Source: an optimization exercise on an open RTL-to-GDS flow (aim: a short achievable clock period and few clock cycles per item). Production flows keep margins and buffers that such runs may drop.
In this exercise RTL edits were held to simulation tests only and were not proved equivalent to the original.

build 1:
==> flow/design.v (excerpt) <==
module array_multiplier (
	input  logic        clk,
	input  logic        reset,
	input  logic        in_valid,
	input  logic [15:0] x,
	input  logic [15:0] y,
	output logic        product_valid,
	output logic [31:0] product
);
For scale: ~1,800 cells after synthesis, roughly 68 I/O pins, about 13,000 sq um of cells after synthesis.
clock: 6.0 ns
lec_check: 0
cap_margin: 20
core_margin: 2
core_utilization: 46
setup_slack_margin: 3.6
slew_margin: 20
synth_hierarchical: 1
standard.sh (not shown) runs the stock make flow with config.mk's settings and CLKGATE_MAP_FILE= SYNTH_SCRIPT=/design/flow/synth_recipe.tcl, a recipe that flattens the netlist after the stock synthesis.
==> flow/flow/run.sh <==
#!/bin/bash
# The standard layout (standard.sh: the standard flow's synthesis and ORFS flow), with one
# change: the buffers that buffer_ports puts on every input and output port
# are sky130_fd_sc_hd__buf_4 instead of the cell buffer_ports picks itself
# (a clkdlybuf4s50 delay cell), so that timing repair can size them within
# the buf_* family.  make's full output goes to flow_make.log.
set -euo pipefail
bash standard.sh "BUFFER_PORTS_ARGS=-buffer_cell sky130_fd_sc_hd__buf_4" finish > flow_make.log 2>&1
Testbench counts of build 1, summed over its fixed seeds: cycles 6,392, products 3,200.
Changes in build 79 relative to build 1:
Settings: swapping 46 for 40 in CORE_UTILIZATION; swapping 3.6 for 3.8 in SETUP_SLACK_MARGIN.
--- outcome ---
Note that the cell count recorded for build 79 amounts to 1.13 times the value seen in build 1.
| sequential portion of the cell area | build 79 vs build 1 | 7.2 points lower |
The final reports for build 79 and build 1 show post-route clock period utilization higher in the former.
Looking at critical path class, the flip-flop to output pin result is from build 1; the flip-flop to flip-flop one comes from build 79.
Diff build 79..build 1 | hold slack | negligible
In the reports for build 79 and build 1, the larger setup slack of the critical path after layout belongs to build 1.
Edits applied to the flow inputs when going from build 79 to build 64:
Settings: a change of CORE_UTILIZATION from 40 to 46; a change of SETUP_SLACK_MARGIN from 3.8 to 3.6.
==> flow/flow/run.sh <==
#!/bin/bash
# The standard layout (standard.sh: the standard flow's synthesis and ORFS flow), with two
# changes: buffer_ports puts sky130_fd_sc_hd__buf_4 on every input and output
# port instead of the cell it picks itself (a clkdlybuf4s50 delay cell), and
# after global placement flow/outdrv.tcl sizes up each output port's buffer
# and the XOR/XNOR gate driving it.  Timing repair may still resize them.
# make's full output goes to flow_make.log.
set -euo pipefail
bash standard.sh "BUFFER_PORTS_ARGS=-buffer_cell sky130_fd_sc_hd__buf_4" \
  "POST_GLOBAL_PLACE_TCL=$PWD/flow/outdrv.tcl" finish > flow_make.log 2>&1
==> flow/flow/outdrv.tcl (new file) <==
# POST_GLOBAL_PLACE hook: on each output port, make the port buffer buf_6
# and an XOR, XNOR or inverter that drives it the _4 size, as these paths end a
# clock period early (the output delay) and cross a long wire to the pin.
foreach bterm [[ord::get_db_block] getBTerms] {
  if { [$bterm getIoType] != "OUTPUT" } { continue }
  set net [$bterm getNet]
  if { $net == "NULL" } { continue }
  foreach iterm [$net getITerms] {
    if { ![$iterm isOutputSignal] } { continue }
    set buf [$iterm getInst]
    if { ![string match "sky130_fd_sc_hd__buf_*" [[$buf getMaster] getName]] } { continue }
    replace_cell [$buf getName] sky130_fd_sc_hd__buf_6
    foreach bin [$buf getITerms] {
      if { ![$bin isInputSignal] } { continue }
      set inet [$bin getNet]
      if { $inet == "NULL" } { continue }
      foreach drv [$inet getITerms] {
        if { ![$drv isOutputSignal] } { continue }
        set gate [$drv getInst]
        set m [[$gate getMaster] getName]
        if { [regexp {^sky130_fd_sc_hd__(xnor2|xor2|inv)_[0-9]+$} $m -> f] } {
          replace_cell [$gate getName] sky130_fd_sc_hd__${f}_4
        }
      }
    }
  }
}
## What came out
Relative to build 79, final design utilization decreased by 11 points in build 64.
Per the comparison of build 64 with build 79, met3 wire length dropped 32%, wire length of the first global-routing pass now smaller, net count of the finished layout -227.
Build 64 vs build 79 — number of buffers other than clock buffers in the final layout dropped 226.
As of build 64, final design area excluding fillers had fallen by more than a quarter compared to build 79.
End point of the critical path = r2_n1599$_DFF_P_: build 64; end point of the critical path = r2_n1598$_DFF_P_: build 79
Summary of build 64 over build 79: tap cell count has decreased; filler cell count in the final layout has increased; achievable frequency has increased.

[re-timing with driven ports]
How much do the figures lean on ideal ports? The routed layouts below were timed once more, with nothing changed but the port constraints. Step 1 sets driving cells, clkbuf_16 on the clock port and buf_2 on the other inputs (assumed; they add their load-dependent delay and slew). Step 2, shift: input delay + t, output delay - t, t = (earliest + latest rising clock arrival at the registers) / 2. This alone moves slack from input paths to output paths. a / b / c = ideal / step 1 / step 2; a / b = the first two.
| run | t (ns) | setup slack, ns | hold slack, ns | worst setup path at the end | worst slew at a driven data input, ns |
|---|---|---|---|---|---|
| build 1 | 0.549 | 3.589 / 3.538 / 3.123 | 0.326 / 0.326 / 0.326 | input to register | 0.05 |
| build 79 | 0.583 | 3.465 / 3.372 / 2.789 | 0.326 / 0.326 / 0.326 | input to register | 0.22 |
| build 64 | 0.571 | 3.575 / 3.542 / 3.088 | 0.322 / 0.322 / 0.322 | input to register | 0.06 |
After both steps setup and hold are still met in every run listed. The setup slack of build 79, which loses most, moves by -0.093 ns with the drivers and by -0.676 ns with both steps.
